Context: an optimization exercise on an open-source flow, tuned for a short achievable clock period and few clock cycles per item. The choices shown serve that exercise and are no tape-out recipe.
In this exercise RTL edits were held to simulation tests only and were not proved equivalent to the original.
Power and IR drop assume default switching activity.

## flow/config.mk

```make
export PLATFORM = sky130hd
export DESIGN_NAME = xbus_filter
export DESIGN_NICKNAME = xbus_filter
export VERILOG_FILES = /design/flow/design.v
export SDC_FILE = /design/flow/constraint.sdc
export NUM_CORES = 4
export LEC_CHECK = 0
export CAP_MARGIN = 20
export CORE_MARGIN = 2
export CORE_UTILIZATION = 40
export SLEW_MARGIN = 20
```

## flow/constraint.sdc

```tcl
create_clock -name core_clock -period 4.5 [get_ports {clk}]
set_input_delay 0.9000 -clock core_clock [delete_from_list [all_inputs] [get_ports {clk}]]
set_output_delay 0.9000 -clock core_clock [all_outputs]
set_load 0.01 [all_outputs]
```

## flow/design.v

```verilog
`timescale 1ns/10ps
`default_nettype none
module xbus_filter_cache (
    input  logic        clk,
    input  logic        arst_n,
    input  logic [65:0] in_pkt,
    input  logic        rd_en,
    input  logic [5:0]  rd_step,
    output logic [65:0] dout,
    output logic [5:0]  count,
    output logic        empty,
    output logic        prog_full
);
    localparam int CACHE_DEPTH = 32;
    localparam int CACHE_PROG_FULL = 24;
    localparam int CACHE_RD_LATENCY = 3;
    logic [65:0] mem [0:CACHE_DEPTH-1];
    logic [65:0] rd_pipe [0:CACHE_RD_LATENCY-1];
    logic [65:0] wr_data;
    logic        wr_en;
    logic [4:0]  wr_ptr;
    logic [4:0]  rd_ptr;
    logic [4:0]  rd_ptr_next;
    logic [4:0]  rd_last;
    logic [5:0]  count_next;
    always_ff @(posedge clk or negedge arst_n) begin
        if (!arst_n) begin
            wr_en <= 1'b0;
        end else begin
            wr_en <= in_pkt[65:64] != 2'd0;
        end
    end
    always_ff @(posedge clk) begin
        wr_data <= in_pkt;
    end
    always_comb begin
        rd_ptr_next = rd_ptr;
        count_next = count;
        if (rd_en) begin
            rd_ptr_next = rd_ptr + rd_step[4:0];
            count_next = count - rd_step;
        end
        if (wr_en) begin
            count_next = count_next + 6'd1;
        end
    end
    always_ff @(posedge clk or negedge arst_n) begin
        if (!arst_n) begin
            wr_ptr <= '0;
            rd_ptr <= '0;
            count <= '0;
            empty <= 1'b1;
            prog_full <= 1'b0;
        end else begin
            if (wr_en) begin
                wr_ptr <= wr_ptr + 5'd1;
            end
            rd_ptr <= rd_ptr_next;
            count <= count_next;
            empty <= count_next == '0;
            prog_full <= count_next > 6'(CACHE_PROG_FULL);
        end
    end
    always_ff @(posedge clk) begin
        if (wr_en) begin
            mem[wr_ptr] <= wr_data;
        end
    end
    assign rd_last = rd_ptr_next - 5'd1;
    always_ff @(posedge clk) begin
        if (rd_en) begin
            rd_pipe[0] <= mem[rd_last];
        end
        for (int i = 1; i < CACHE_RD_LATENCY; i++) begin
            rd_pipe[i] <= rd_pipe[i-1];
        end
    end
    assign dout = rd_pipe[CACHE_RD_LATENCY-1];
endmodule
`default_nettype wire
`timescale 1ns/10ps
`default_nettype none
module xbus_filter_cmd_gen (
    input  logic        clk,
    input  logic        arst_n,
    input  logic        gen_start,
    input  logic [15:0] win_x,
    input  logic [15:0] win_y,
    output logic        cmd_valid,
    input  logic        cmd_ready,
    output logic [9:0]  cmd
);
    localparam int IMG_H = 6;
    localparam int IMG_W = 6;
    localparam int KH = 3;
    localparam int KW = 3;
    localparam int PAD_U = 1;
    localparam int PAD_L = 1;
    localparam int WORDS_PER_IMAGE = IMG_H * IMG_W / 4;
    localparam logic [1:0] CMD_Z = 2'd0;
    localparam logic [1:0] CMD_X = 2'd1;
    localparam logic [1:0] CMD_E = 2'd2;
    localparam logic [2:0] G_IDLE  = 3'd0;
    localparam logic [2:0] G_FIRST = 3'd1;
    localparam logic [2:0] G_CMD   = 3'd2;
    localparam logic [2:0] G_END   = 3'd3;
    localparam logic [2:0] G_DONE  = 3'd4;
    logic [2:0]  state;
    logic [15:0] kh_cnt;
    logic [15:0] kw_cnt;
    logic        adv;
    logic        walk;
    logic        last_pos;
    logic [1:5]  vld;
    logic [1:4]  first_p;
    logic [1:2]  end_p;
    logic [15:0] x1;
    logic [15:0] y1;
    logic        pad2;
    logic [15:0] xi2;
    logic [15:0] yi2;
    logic [1:0]  op3;
    logic [15:0] row3;
    logic [15:0] xi3;
    logic [15:0] pix;
    logic [1:0]  op4;
    logic [5:0]  word4;
    logic [1:0]  lane4;
    logic        have_fetch;
    logic        seen;
    logic [5:0]  prev_word;
    logic [1:0]  op5;
    logic [5:0]  step5;
    logic [1:0]  lane5;
    assign adv = !cmd_valid || cmd_ready;
    assign walk = state == G_FIRST || state == G_CMD || state == G_END;
    assign last_pos = kh_cnt == 16'(KH - 1) && kw_cnt == 16'(KW - 1);
    assign pix = row3 + xi3;
    assign seen = have_fetch && !first_p[4];
    always_ff @(posedge clk or negedge arst_n) begin
        if (!arst_n) begin
            state <= G_IDLE;
            kh_cnt <= '0;
            kw_cnt <= '0;
        end else begin
            case (state)
                G_IDLE: if (gen_start) state <= G_FIRST;
                G_FIRST: if (adv) state <= G_CMD;
                G_CMD: if (adv && last_pos) state <= G_END;
                G_END: if (adv) state <= G_DONE;
                default: state <= G_IDLE;
            endcase
            if (adv && (state == G_FIRST || state == G_CMD)) begin
                if (kw_cnt == 16'(KW - 1)) begin
                    kw_cnt <= '0;
                    kh_cnt <= last_pos ? '0 : kh_cnt + 16'd1;
                end else begin
                    kw_cnt <= kw_cnt + 16'd1;
                end
            end
        end
    end
    always_ff @(posedge clk or negedge arst_n) begin
        if (!arst_n) begin
            vld <= '0;
            cmd_valid <= 1'b0;
            have_fetch <= 1'b0;
        end else if (adv) begin
            vld <= {walk, vld[1:4]};
            cmd_valid <= vld[5];
            if (vld[4]) begin
                if (op4 == CMD_X) begin
                    have_fetch <= 1'b1;
                end else if (first_p[4] || op4 == CMD_E) begin
                    have_fetch <= 1'b0;
                end
            end
        end
    end
    always_ff @(posedge clk) begin
        if (adv) begin
            first_p <= {state == G_FIRST, first_p[1:3]};
            end_p <= {state == G_END, end_p[1]};
            x1 <= win_x + kw_cnt;
            y1 <= win_y + kh_cnt;
            pad2 <= (x1 < 16'(PAD_L)) || (x1 >= 16'(PAD_L + IMG_W))
                || (y1 < 16'(PAD_U)) || (y1 >= 16'(PAD_U + IMG_H));
            xi2 <= x1 - 16'(PAD_L);
            yi2 <= y1 - 16'(PAD_U);
            op3 <= end_p[2] ? CMD_E : (pad2 ? CMD_Z : CMD_X);
            row3 <= yi2 * 16'(IMG_W);
            xi3 <= xi2;
            op4 <= op3;
            word4 <= pix[7:2];
            lane4 <= pix[1:0];
            op5 <= op4;
            lane5 <= (op4 == CMD_X) ? lane4 : 2'd0;
            case (op4)
                CMD_X: step5 <= seen ? word4 - prev_word : word4 + 6'd1;
                CMD_E: step5 <= seen ? 6'(WORDS_PER_IMAGE) - prev_word - 6'd1
                                     : 6'(WORDS_PER_IMAGE);
                default: step5 <= '0;
            endcase
            if (vld[4] && op4 == CMD_X) begin
                prev_word <= word4;
            end
            cmd <= {op5, step5, lane5};
        end
    end
endmodule
`default_nettype wire
`timescale 1ns/10ps
`default_nettype none
module xbus_filter_exec (
    input  logic        clk,
    input  logic        arst_n,
    input  logic [7:0]  pad_value,
    input  logic [65:0] cache_dout,
    input  logic [5:0]  cache_count,
    input  logic        cache_empty,
    output logic        rd_en,
    output logic [5:0]  rd_step,
    output logic        gen_start,
    output logic [15:0] win_x,
    output logic [15:0] win_y,
    input  logic        cmd_valid,
    output logic        cmd_ready,
    input  logic [9:0]  cmd,
    output logic        vec_wr_en,
    output logic [15:0] vec_din,
    input  logic        vec_full
);
    localparam int Q = 4;
    localparam int S = 2;
    localparam int CACHE_RD_LATENCY = 3;
    localparam logic [1:0] TAG_HEAD = 2'd1;
    localparam logic [1:0] TAG_END  = 2'd3;
    localparam logic [1:0] CMD_Z = 2'd0;
    localparam logic [1:0] CMD_X = 2'd1;
    localparam logic [1:0] CMD_E = 2'd2;
    localparam logic [2:0] E_IDLE      = 3'd0;
    localparam logic [2:0] E_RD_HEAD   = 3'd1;
    localparam logic [2:0] E_WAIT_HEAD = 3'd2;
    localparam logic [2:0] E_EXEC_CMD  = 3'd3;
    localparam logic [2:0] E_DONE      = 3'd4;
    logic [2:0]                  state;
    logic [9:0]                  pend;
    logic                        pend_valid;
    logic [9:0]                  act;
    logic [1:0]                  act_opcode;
    logic [5:0]                  act_step;
    logic [1:0]                  act_lane;
    logic                        act_valid;
    logic [5:0]                  in_flight;
    logic                        head_fits;
    logic                        cmd_fits;
    logic                        go;
    logic                        head_seen;
    logic                        end_seen;
    logic [CACHE_RD_LATENCY-1:0] rd_vld;
    logic [3:0]                  new_task;
    logic [3:0]                  wr_pipe [0:CACHE_RD_LATENCY];
    logic [3:0]                  wr_out;
    always_comb begin
        act_valid = 1'b0;
        act = pend;
        if (cmd_valid && cmd_ready) begin
            act_valid = 1'b1;
            act = cmd;
        end else if (pend_valid) begin
            act_valid = 1'b1;
        end
    end
    assign act_opcode = act[9:8];
    assign act_step = act[7:2];
    assign act_lane = act[1:0];
    assign in_flight = rd_en ? rd_step : '0;
    assign head_fits = {1'b0, cache_count} >= {1'b0, in_flight} + 7'd1;
    assign cmd_fits = {1'b0, cache_count} >= {1'b0, in_flight} + {1'b0, act_step};
    always_comb begin
        case (act_opcode)
            CMD_Z: go = !vec_full;
            CMD_X: go = cmd_fits && !vec_full;
            default: go = cmd_fits;
        endcase
        go = go && act_valid && state == E_EXEC_CMD;
    end
    assign head_seen = state == E_WAIT_HEAD && rd_vld[CACHE_RD_LATENCY-1]
        && cache_dout[65:64] == TAG_HEAD;
    assign end_seen = state == E_WAIT_HEAD && rd_vld[CACHE_RD_LATENCY-1]
        && cache_dout[65:64] == TAG_END;
    always_ff @(posedge clk or negedge arst_n) begin
        if (!arst_n) begin
            state <= E_IDLE;
        end else begin
            case (state)
                E_IDLE: if (!cache_empty) state <= E_RD_HEAD;
                E_RD_HEAD: if (head_fits) state <= E_WAIT_HEAD;
                E_WAIT_HEAD: begin
                    if (head_seen) begin
                        state <= E_EXEC_CMD;
                    end else if (end_seen) begin
                        state <= E_DONE;
                    end
                end
                E_EXEC_CMD: if (go && act_opcode == CMD_E) state <= E_RD_HEAD;
                default: state <= E_IDLE;
            endcase
        end
    end
    always_ff @(posedge clk or negedge arst_n) begin
        if (!arst_n) begin
            rd_en <= 1'b0;
            cmd_ready <= 1'b0;
            pend_valid <= 1'b0;
            gen_start <= 1'b0;
            rd_vld <= '0;
        end else begin
            gen_start <= head_seen;
            rd_vld <= {rd_vld[CACHE_RD_LATENCY-2:0], rd_en};
            case (state)
                E_RD_HEAD: begin
                    rd_en <= head_fits;
                    cmd_ready <= 1'b0;
                    pend_valid <= 1'b0;
                end
                E_WAIT_HEAD: begin
                    rd_en <= 1'b0;
                    cmd_ready <= 1'b1;
                    pend_valid <= 1'b0;
                end
                E_EXEC_CMD: begin
                    rd_en <= go && act_opcode != CMD_Z && act_step != '0;
                    if (act_valid) begin
                        cmd_ready <= go && act_opcode != CMD_E;
                        pend_valid <= !go;
                    end
                end
                default: begin
                    rd_en <= 1'b0;
                    cmd_ready <= 1'b0;
                    pend_valid <= 1'b0;
                end
            endcase
        end
    end
    always_ff @(posedge clk) begin
        if (head_seen) begin
            win_x <= cache_dout[15:0];
            win_y <= cache_dout[31:16];
        end
        if (cmd_valid && cmd_ready) begin
            pend <= cmd;
        end
        if (state == E_RD_HEAD) begin
            rd_step <= 6'd1;
        end else if (state == E_EXEC_CMD && act_valid) begin
            rd_step <= act_step;
        end
    end
    assign new_task = {go && act_opcode != CMD_E, act_opcode == CMD_X, act_lane};
    always_ff @(posedge clk or negedge arst_n) begin
        if (!arst_n) begin
            for (int i = 0; i <= CACHE_RD_LATENCY; i++) begin
                wr_pipe[i] <= '0;
            end
        end else begin
            wr_pipe[0] <= new_task;
            for (int i = 1; i <= CACHE_RD_LATENCY; i++) begin
                wr_pipe[i] <= wr_pipe[i-1];
            end
        end
    end
    assign wr_out = wr_pipe[CACHE_RD_LATENCY];
    assign vec_wr_en = wr_out[3];
    always_comb begin
        for (int j = 0; j < S; j++) begin
            if (wr_out[2]) begin
                vec_din[j*8 +: 8] = cache_dout[(j * Q + wr_out[1:0]) * 8 +: 8];
            end else begin
                vec_din[j*8 +: 8] = pad_value;
            end
        end
    end
endmodule
`default_nettype wire
`timescale 1ns/10ps
`default_nettype none
module xbus_filter (
    input  logic        clk,
    input  logic        arst_n,
    input  logic [65:0] in_pkt,
    input  logic [7:0]  pad_value,
    output logic        vec_wr_en,
    output logic [15:0] vec_din,
    input  logic        vec_full,
    output logic        cache_full
);
    logic [65:0] cache_dout;
    logic [5:0]  cache_count;
    logic        cache_empty;
    logic        rd_en;
    logic [5:0]  rd_step;
    logic        gen_start;
    logic [15:0] win_x;
    logic [15:0] win_y;
    logic        cmd_valid;
    logic        cmd_ready;
    logic [9:0]  cmd;
    xbus_filter_cache xbus_filter_cache_inst (
        .clk       (clk),
        .arst_n    (arst_n),
        .in_pkt    (in_pkt),
        .rd_en     (rd_en),
        .rd_step   (rd_step),
        .dout      (cache_dout),
        .count     (cache_count),
        .empty     (cache_empty),
        .prog_full (cache_full)
    );
    xbus_filter_cmd_gen xbus_filter_cmd_gen_inst (
        .clk       (clk),
        .arst_n    (arst_n),
        .gen_start (gen_start),
        .win_x     (win_x),
        .win_y     (win_y),
        .cmd_valid (cmd_valid),
        .cmd_ready (cmd_ready),
        .cmd       (cmd)
    );
    xbus_filter_exec xbus_filter_exec_inst (
        .clk         (clk),
        .arst_n      (arst_n),
        .pad_value   (pad_value),
        .cache_dout  (cache_dout),
        .cache_count (cache_count),
        .cache_empty (cache_empty),
        .rd_en       (rd_en),
        .rd_step     (rd_step),
        .gen_start   (gen_start),
        .win_x       (win_x),
        .win_y       (win_y),
        .cmd_valid   (cmd_valid),
        .cmd_ready   (cmd_ready),
        .cmd         (cmd),
        .vec_wr_en   (vec_wr_en),
        .vec_din     (vec_din),
        .vec_full    (vec_full)
    );
endmodule
`default_nettype wire
```

## flow/run.sh

```bash
#!/bin/bash
# synth_recipe.tcl (not shown) runs the flow's synth.tcl, then flattens the netlist and writes it again
# the make line also repeats each setting of config.mk as NAME=value (left out here)
make -C /OpenROAD-flow-scripts/flow DESIGN_CONFIG=/design/flow/config.mk WORK_HOME=/design/flow/orfs CLKGATE_MAP_FILE= SYNTH_SCRIPT=/design/flow/synth_recipe.tcl finish
```

==> run notes <==
-- final cells by class --
type | instances | area share
inverters | 88 | 0.00297
flip-flops and latches | 2618 | 0.663
clock inverters | 104 | 0.00891
diodes | 4 | 0.0000873
clock buffers | 383 | 0.0693
repair buffers | 231 | 0.0248
well taps | 3312 | 0.0361
multi-input cells | 1632 | 0.194
-- logic make-up (layout without fill, tap and decap cells) --
logic type	count (synthesis)	count (layout)	share of synthesized area
flops	2618	2618	0.766
mux	889	889	0.170
simple gates	374	374	0.0188
buf+inv	271	806	0.0122
compound gates	169	169	0.0111
xor+xnor	101	101	0.00906
fa+ha+maj	99	99	0.0130
other cells	0	4	0
-- routing by layer --
metal	global-route usage	vias to the layer above
li1	-	19300
met1	0.270	24900
met2	0.312	1469
met3	0.0295	350
met4	0.0495	6
met5	0	-
-- power breakdown --
| group | switching, µW | leakage, µW | internal, µW | total, µW |
|---|---|---|---|---|
| Sequential | 1910 | 0.0240 | 30900 | 32800 |
| Combinational | 16900 | 0.00902 | 17900 | 34800 |
| Clock | 9100 | 0.00441 | 13400 | 22500 |
-- flip-flops by register name (all words and copies together), names as in the netlist, 7 cells and up --
| signal | cells |
|---|---|
| xbus_filter_cache_inst.wr_data | 66 |
| xbus_filter_cmd_gen_inst.yi2 | 7 |
| xbus_filter_cache_inst.mem | 2112 |
| xbus_filter_cache_inst.rd_pipe | 198 |
| xbus_filter_exec_inst.pend | 10 |
| xbus_filter_cmd_gen_inst.kh_cnt | 16 |
| xbus_filter_exec_inst.win_y | 16 |
| xbus_filter_cmd_gen_inst.row3 | 7 |
| xbus_filter_exec_inst.win_x | 16 |
| xbus_filter_cmd_gen_inst.y1 | 16 |
| xbus_filter_cmd_gen_inst.xi2 | 8 |
| xbus_filter_cmd_gen_inst.cmd | 10 |
| xbus_filter_exec_inst.wr_pipe | 16 |
| xbus_filter_cmd_gen_inst.xi3 | 8 |
| xbus_filter_cmd_gen_inst.x1 | 16 |
| xbus_filter_cmd_gen_inst.kw_cnt | 16 |
-- path summary, 6_finish.rpt --
path / start / end / slack, ps
max in group asynchronous: arst_n / xbus_filter_cmd_gen_inst.kw_cnt[12]$_DFFE_PN0P_ / 3540
worst max register to register: xbus_filter_exec_inst.rd_step[0]$_SDFFE_PP1P_ / xbus_filter_cache_inst.rd_pipe[0][42]$_DFFE_PP_ / 680
worst min-delay path: arst_n / xbus_filter_exec_inst.wr_pipe[0][3]$_DFF_PN0_ / 140
worst min register to register: xbus_filter_cache_inst.rd_pipe[1][49]$_DFF_P_ / xbus_filter_cache_inst.rd_pipe[2][49]$_DFF_P_ / 330
min in group core_clock: xbus_filter_cache_inst.rd_pipe[1][49]$_DFF_P_ / xbus_filter_cache_inst.rd_pipe[2][49]$_DFF_P_ / 330
worst max-delay path: xbus_filter_exec_inst.wr_pipe[3][0]$_DFF_PN0_ / vec_din[9] / 460
-- placed cells by master (no fill, tap or decap), types with 68 or more instances in the layout --
cell / n
ha_1: 90
edfxtp_1: 2317
buf_12: 69
mux2_2: 271
mux4_2: 610
clkdlybuf4s50_1: 93
buf_4: 68
inv_1: 86
dfrtp_1: 85
clkbuf_16: 292
dfxtp_1: 212
nand2_1: 104
-- metrics by stage --
stage          hold WS, ps  cell area (µm²)   util  power, µW
2_1_floorplan          310            99300      -      57900
3_3_place_gp           313           106000  0.429      68300
3_5_place_dp           312           106000  0.429      68700
4_1_cts                114           115000  0.465      91300
5_1_grt                187           115000  0.465      94200
6_report               136           115000  0.465      90200
-- worst register-to-register path, cell delays in order (launching register included) --
cell and delay (ps):
dfxtp_1 400, ha_1 220, fa_1 430, mux2i_1 370, ha_4 390, buf_12 250, buf_12 360, mux4_2 420
mux2_2 280, mux4_2 470
==> results.ini <==
[status]
status=timing/DRC/antenna clean

[detailed_routing]
drc=0
drtPass1Iterations=6
wl_mm=242
wl_met2_mm=118
dr.first_iter.drc_count=5141
wl_per_cell_um=28.9
wl_met1_mm=105
antenna_left=0
wl_met3_mm=14.2
vias_per_cell=5.50
vias=46000
top_layer=met5

[global_routing]
grt_pass1_vias=46900
grtUsageTotal=0.192
grt_overflow=0
antenna_found_initial=18
grt_max_degree=78
grt_pass1_wl_mm=345

[yosys]
yosys_warnings=5
synth_common_cells=edfxtp_1, mux4_2, mux2_2
syn_inst=4521
netlist_area_um2=99300
synth_edf_count=2317
netlist.area_leader.share=0.701
synth_most_common_cell=edfxtp_1
yosys_most_used_dff=edfxtp_1
syn_avg_cell_area_um2=22.0
syn-num-nets=4696
async_reset_ff_frac=0.0332
post_synth_num_cell_types=70
synth-seq-area-share=0.766
yosysTopAreaCell=edfxtp_1
synth_area_leaders=edfxtp_1, mux4_2, dfxtp_1
ys_ff_latch=2618

[critical_path]
crit_buf_inv=2
endpoint_kind=output port
slowest_stage=mux4_2
crit_chain=buf_4, mux4_2, nand2_1, nand2_1, clkdlybuf4s50_1
worst-path-stages=5
path_delay_family=buffers and inverters
crit_fanout=16
reg2reg_depth=9
path_common_cell=nand2_1
critPathArrivalTime_ps=3140
cpPeakStageDelay_ps=730
critPathRequiredTime_ps=3600
crit_type=register to output port
start_kind=register

[power_and_ir_drop]
leakagePower_uw=0.0374
vdd.ir_drop.worst_uv=936
powerDensity_nw_per_um2=787

[sta]
rsz0062_at_grt=no
fin_skew_ps=56.2
drv_slew=0
relSlewSlack=0.283
layout_setup_ws_ps=460
setup_viol=0
min_period_ps=4040
tns_ps=0
tightest_slew_ps=1070
hold_viol=0
fmax_mhz=248
min_period_over_period=0.898

[clock_tree]
clkTransAtPathRegs_ps=60
postCtsSetupBuffers=0
cts.sinks=2618
cts-root-buf=clkbuf_16
htreeDepth=5
ctsHoldBuffers=0
cts-resized-gates=0
clk_latency_ps=930
cts_max_path_buffers=4
cts_buffers=282
cts_tree=done

[final_layout]
seqCellArea_um2=76000
drive_gt1_frac=0.290
fin_cells=8372
nets=5028
fillers=20200
syn2layout_area_growth_pct=15.5
multi_input_area_um2=22300

[placed_design]
portBuffers=94
dp_slack_ps=683
dp_hpwl_mm=125
gp_congestion=0.780
dpl.cell_count=7881

[die]
die_h_um=502
fp-row-count=182
ios=95
fp.dieArea_um2=252000
initial_core_util=0.403
die_w_um=502
coreArea_um2=246000

[min_path]
hold_path.class=primary input to asynchronous set/reset pin

[job]
drv_cap=0

Testbench counts, summed over its fixed seeds: cycles 8,496, windows 384.

-- static timing again, ports no longer ideal --
In the flow no input, the clock included, has a driving cell. The finished layout below was timed again as built, in two steps.
Step 1 (the two cells are an assumption about what drives the block):
set clk [get_ports {clk}]
set_driving_cell -lib_cell sky130_fd_sc_hd__clkbuf_16 $clk
set_driving_cell -lib_cell sky130_fd_sc_hd__buf_2 [delete_from_list [all_inputs] $clk]
Step 2, shift: input delay + t, output delay - t, t = (earliest + latest rising clock arrival at the registers) / 2. This alone moves slack from input paths to output paths.
Three values: ideal, step 1, step 2; two values: the first two.
t, ns: 0.997
slack for setup (ns): 0.460 / 0.369 / 0.684
hold slack, ns: 0.136 / 0.072 / 0.325
worst register clock-pin slew, ns: 0.07 / 0.07
After both steps this run still meets setup and hold. For this run, drivers alone change the setup slack by -0.091 ns; drivers and shift together by +0.224 ns.
